Source: an optimization exercise on an open RTL-to-GDS flow (aim: small area). Production flows keep margins and buffers that such runs may drop.
The RTL was checked by simulation tests, not by an equivalence proof against the original design.

==> job 4143 <==
==> flow/design.v <==
package swm_pkg;
    localparam int WINDOW_MAX_DEF   = 64;
    localparam int SAMPLE_WIDTH_DEF = 16;
    localparam int CFG_W            = 7;
    localparam logic [CFG_W-1:0] WINDOW_RESET = CFG_W'(1);
endpackage
module sliding_window_maximum_core #(
    parameter int WINDOW_MAX   = swm_pkg::WINDOW_MAX_DEF,
    parameter int SAMPLE_WIDTH = swm_pkg::SAMPLE_WIDTH_DEF,
    parameter int TDATA_W      = ((SAMPLE_WIDTH + 7) / 8) * 8
) (
    input  logic                      i_clk,
    input  logic                      i_rst_n,
    input  logic                      i_s_tvalid,
    output logic                      o_s_tready,
    input  logic [TDATA_W-1:0]        i_s_tdata,    
    input  logic                      i_s_tuser,    
    output logic                      o_m_tvalid,
    input  logic                      i_m_tready,
    output logic [TDATA_W-1:0]        o_m_tdata,    
    input  logic                      i_cfg_we,
    input  logic [swm_pkg::CFG_W-1:0] i_cfg_wdata
);
    localparam int AGE_W = $clog2(WINDOW_MAX + 1);
    localparam int NS    = 63;                        
    localparam int GRP   = 4;                         
    localparam int NSEG  = 6;
    function automatic int seg_len(input int g);
        case (g)
            0:       seg_len = 28;
            1:       seg_len = 16;
            2:       seg_len = 8;
            3:       seg_len = 4;
            4:       seg_len = 2;
            default: seg_len = 1;
        endcase
    endfunction
    function automatic int seg_base(input int g);
        seg_base = GRP;
        for (int i = 0; i < g; i++) begin
            seg_base = seg_base + seg_len(i);
        end
    endfunction
    logic [AGE_W-1:0]               r_k;            
    logic [AGE_W-1:0]               cfg_k;
    logic [AGE_W-1:0]               r_fill;
    logic [AGE_W-1:0]               n_fill;
    logic [AGE_W-1:0]               fill_base;
    logic [AGE_W-1:0]               win_k;
    logic                           r_out_valid;
    logic [SAMPLE_WIDTH-1:0]        r_out;
    logic                           accept;
    logic                           advance;
    logic                           emit;
    logic [SAMPLE_WIDTH-1:0]        sample;
    logic [SAMPLE_WIDTH-1:0]        r_s  [NS];      
    logic [SAMPLE_WIDTH-1:0]        n_s  [NS];
    logic [SAMPLE_WIDTH-1:0]        r_m;            
    logic [SAMPLE_WIDTH-1:0]        m_prev;         
    logic                           only_x;         
    logic [SAMPLE_WIDTH-1:0]        chain [NSEG+1];  
    logic [NSEG-1:0]                seg_on;         
    logic [NSEG-1:0]                cfg_seg;
    logic [SAMPLE_WIDTH-1:0]        m01;
    logic [SAMPLE_WIDTH-1:0]        m012;
    logic                           c10;            
    logic                           c20;            
    logic                           c21;            
    logic [SAMPLE_WIDTH-1:0]        m_new;          
    logic [SAMPLE_WIDTH-1:0]        m_old;          
    logic                           has_new;
    logic                           has_old;
    logic                           x_gt_new;
    logic                           x_gt_old;
    logic                           new_gt_old;
    logic [SAMPLE_WIDTH-1:0]        result;
    function automatic logic gt_s(input logic [SAMPLE_WIDTH-1:0] a,
                                  input logic [SAMPLE_WIDTH-1:0] b);
        logic [SAMPLE_WIDTH-1:0] ua, ub;
        logic c_lo, c_hi, p_hi;
        ua = {!a[SAMPLE_WIDTH-1], a[SAMPLE_WIDTH-2:0]};
        ub = {!b[SAMPLE_WIDTH-1], b[SAMPLE_WIDTH-2:0]};
        c_lo = 1'b0;
        c_hi = 1'b0;
        p_hi = 1'b1;
        for (int i = 0; i < SAMPLE_WIDTH / 2; i++) begin
            c_lo = (ua[i] & !ub[i]) | (c_lo & (ua[i] | !ub[i]));
        end
        for (int i = SAMPLE_WIDTH / 2; i < SAMPLE_WIDTH; i++) begin
            c_hi = (ua[i] & !ub[i]) | (c_hi & (ua[i] | !ub[i]));
            p_hi = p_hi & (ua[i] | !ub[i]);
        end
        gt_s = c_hi | (p_hi & c_lo);
    endfunction
    assign o_s_tready = !r_out_valid || i_m_tready;
    assign accept     = i_s_tvalid && o_s_tready;
    assign advance    = accept && !i_cfg_we;
    assign sample     = i_s_tdata[SAMPLE_WIDTH-1:0];
    function automatic logic [NSEG-1:0] seg_dec(input logic [AGE_W-1:0] k);
        logic [AGE_W-1:0] span;
        logic [NSEG-1:0]  on;
        on = '0;
        if (k >= AGE_W'(GRP + 1)) begin
            span  = k - AGE_W'(GRP + 1);
            on[0] = (span >= AGE_W'(28));
            if (on[0]) begin
                span = span - AGE_W'(28);
            end
            on[1] = span[4];
            on[2] = span[3];
            on[3] = span[2];
            on[4] = span[1];
            on[5] = span[0];
        end
        seg_dec = on;
    endfunction
    always_comb begin
        if (i_cfg_wdata == '0) begin
            cfg_k = AGE_W'(1);
        end else if (32'(i_cfg_wdata) > 32'(WINDOW_MAX)) begin
            cfg_k = AGE_W'(WINDOW_MAX);
        end else begin
            cfg_k = AGE_W'(i_cfg_wdata);
        end
        cfg_seg = seg_dec(cfg_k);
    end
    assign win_k = r_k;
    always_comb begin
        fill_base = i_s_tuser ? '0 : r_fill;
        n_fill    = (32'(fill_base) < 32'(WINDOW_MAX)) ? fill_base + 1'b1 : fill_base;
        emit      = (n_fill >= win_k);
    end
    always_comb begin
        c10  = gt_s(r_s[1], r_s[0]);
        c20  = gt_s(r_s[2], r_s[0]);
        c21  = gt_s(r_s[2], r_s[1]);
        m01  = c10 ? r_s[1] : r_s[0];
        if (c20 && c21) begin
            m012 = r_s[2];
        end else begin
            m012 = m01;
        end
        case (win_k)
            AGE_W'(3): m_prev = r_s[0];
            AGE_W'(4): m_prev = m01;
            default:   m_prev = m012;
        endcase
        only_x = (win_k <= AGE_W'(2));
        m_new  = r_m;
        has_new = (win_k >= AGE_W'(2));
    end
    always_comb begin
        chain[0] = r_s[GRP-1];
        for (int g = 0; g < NSEG; g++) begin
            chain[g+1] = seg_on[g] ? r_s[seg_base(g) + seg_len(g) - 1] : chain[g];
        end
        n_s[0] = sample;
        for (int p = 1; p < GRP; p++) begin
            n_s[p] = r_s[p-1];
        end
        for (int g = 0; g < NSEG; g++) begin
            n_s[seg_base(g)] = chain[g];
            for (int j = 1; j < seg_len(g); j++) begin
                if ((j - 1) % GRP == 0) begin
                    n_s[seg_base(g) + j] = gt_s(r_m, r_s[seg_base(g) + j - 1]) ?
                                           r_m : r_s[seg_base(g) + j - 1];
                end else begin
                    n_s[seg_base(g) + j] = r_s[seg_base(g) + j - 1];
                end
            end
        end
        m_old   = chain[NSEG];
        has_old = (win_k >= AGE_W'(GRP + 1));
    end
    always_comb begin
        x_gt_new   = !has_new || gt_s(sample, m_new);
        x_gt_old   = !has_old || gt_s(sample, m_old);
        new_gt_old = !has_old || gt_s(m_new, m_old);
        if (x_gt_new && x_gt_old) begin
            result = sample;
        end else if (new_gt_old && !x_gt_new) begin
            result = m_new;
        end else begin
            result = m_old;
        end
    end
    always_ff @(posedge i_clk) begin
        if (accept) begin
            for (int p = 0; p < NS; p++) begin
                r_s[p] <= n_s[p];
            end
            r_m <= (only_x || gt_s(sample, m_prev)) ? sample : m_prev;
        end
    end
    always_ff @(posedge i_clk) begin
        if (!i_rst_n) begin
            r_k         <= AGE_W'(swm_pkg::WINDOW_RESET);
            seg_on      <= seg_dec(AGE_W'(swm_pkg::WINDOW_RESET));
            r_fill      <= '0;
            r_out_valid <= 1'b0;
        end else begin
            if (i_cfg_we) begin
                r_k      <= cfg_k;
                seg_on   <= cfg_seg;
                r_fill   <= '0;
            end else if (accept) begin
                r_fill <= n_fill;
            end
            if (advance && emit) begin
                r_out_valid <= 1'b1;
            end else if (i_m_tready) begin
                r_out_valid <= 1'b0;
            end
        end
    end
    always_ff @(posedge i_clk) begin
        if (advance && emit) begin
            r_out <= result;
        end
    end
    assign o_m_tvalid = r_out_valid;
    assign o_m_tdata  = TDATA_W'(r_out);
endmodule
==> flow/flow/run.sh <==
#!/bin/bash
# Own layout flow: the standard flow (standard.sh) with these changes:
#  - clock tree synthesis runs without dummy loads;
#  - the port buffers are the smallest buffer cell.
# Each tool's output goes to the ORFS logs under orfs/logs; make's own output to
# standard.log in this folder.
set -euo pipefail
W=$PWD
rm -rf "$W/scripts_own"
cp -r "$FLOW_HOME/scripts" "$W/scripts_own"
cp "$W/flow/abc_area.script" "$W/scripts_own/abc_area.script"
CTS="-sink_clustering_enable -repair_clock_nets -sink_clustering_size 30 -sink_clustering_max_diameter 80 -buf_list sky130_fd_sc_hd__clkbuf_16 -dont_use_dummy_load"
bash "$W/standard.sh" "SCRIPTS_DIR=$W/scripts_own" "CTS_ARGS=$CTS" \
    "BUFFER_PORTS_ARGS=-buffer_cell sky130_fd_sc_hd__buf_1" finish > "$W/standard.log" 2>&1
==> flow/flow/abc_area.script <==
strash
dc2
dch -f
amap
topo
stime -c
upsize -c
dnsize -c
==> flow/standard.sh <==
#!/bin/bash
# synth_recipe.tcl (not shown) runs the flow's synth.tcl, then flattens the netlist and writes it again
# the make line also repeats each setting of config.mk as NAME=value (left out here)
make -C /OpenROAD-flow-scripts/flow DESIGN_CONFIG=/design/flow/config.mk WORK_HOME=/design/flow/orfs CLKGATE_MAP_FILE= SYNTH_SCRIPT=/design/flow/synth_recipe.tcl "${@:-finish}"
==> flow/config.mk <==
export PLATFORM = sky130hd
export DESIGN_NAME = sliding_window_maximum_core
export DESIGN_NICKNAME = sliding_window_maximum_core
export VERILOG_FILES = /design/flow/design.v
export SDC_FILE = /design/flow/constraint.sdc
export NUM_CORES = 4
export LEC_CHECK = 0
export ABC_AREA = 1
export CAP_MARGIN = 20
export CORE_MARGIN = 2
export CORE_UTILIZATION = 65
export CTS_BUF_LIST = sky130_fd_sc_hd__clkbuf_16
export CTS_CLUSTER_DIAMETER = 80
export CTS_CLUSTER_SIZE = 30
export GPL_TIMING_DRIVEN = 0
export SETUP_SLACK_MARGIN = 0.1
export SLEW_MARGIN = 20
==> flow/constraint.sdc <==
create_clock -name core_clock -period 6.0 [get_ports {i_clk}]
set_input_delay 1.2000 -clock core_clock [delete_from_list [all_inputs] [get_ports {i_clk}]]
set_output_delay 1.2000 -clock core_clock [all_outputs]
set_load 0.01 [all_outputs]
==> job 2971 (differences from job 4143) <==
- CORE_UTILIZATION: 65 -> 75
==> results.sh <==
export IMPL_fmax_ghz=0.172
export IMPL_vias=25600
export IMPL_status="timing/DRC/antenna clean"
export IMPL_numCtsBuffers=43
export IMPL_wl_mm=98.5
export IMPL_antenna_found_initial=5
export IMPL_whs_ns=0.400
export IMPL_highest_layer="met5"
export IMPL_place_inst=3374
export IMPL_final_util_pct=81.5
[end of results for job 2971]
==> results.sh <==
export IMPL_fmax_ghz=0.175
export IMPL_numCtsBuffers=44
export IMPL_antenna_found_initial=0
export IMPL_place_inst=3515
export IMPL_grt_pass1_wl_mm=136
export IMPL_highest_layer="met4"
export IMPL_whs_ns=0.389
export IMPL_status="timing/DRC/antenna clean"
[end of results for job 4143]

[afterwards: timing with drivers on the ports]
No port has a modelled driver above. Below, the same layouts with a new extraction and two added sets of constraints. Step 1: set_driving_cell puts a clkbuf_16 on i_clk and a buf_2 on each other input, an assumption about the parent block. Step 2 also shifts input and output timing later by t, the mid clock arrival at the registers, as if the neighbouring blocks saw the same clock. Three values: ideal ports, drivers, drivers and shift; two values: the first two.
| run | t, ns | setup WS [ns] | latest minus earliest clock arrival (ns) | pins driven straight from the clock port |
|---|---|---|---|---|
| job 4143 | 0.668 | 0.291 / 0.291 / 0.291 | 0.054 / 0.054 | 1 |
| job 2971 | 0.669 | 0.192 / 0.191 / 0.139 | 0.084 / 0.084 | 1 |
After both steps every run listed still meets setup and hold. The setup slack of job 2971, which loses most, moves by -0.001 ns with the drivers and by -0.053 ns with both steps.
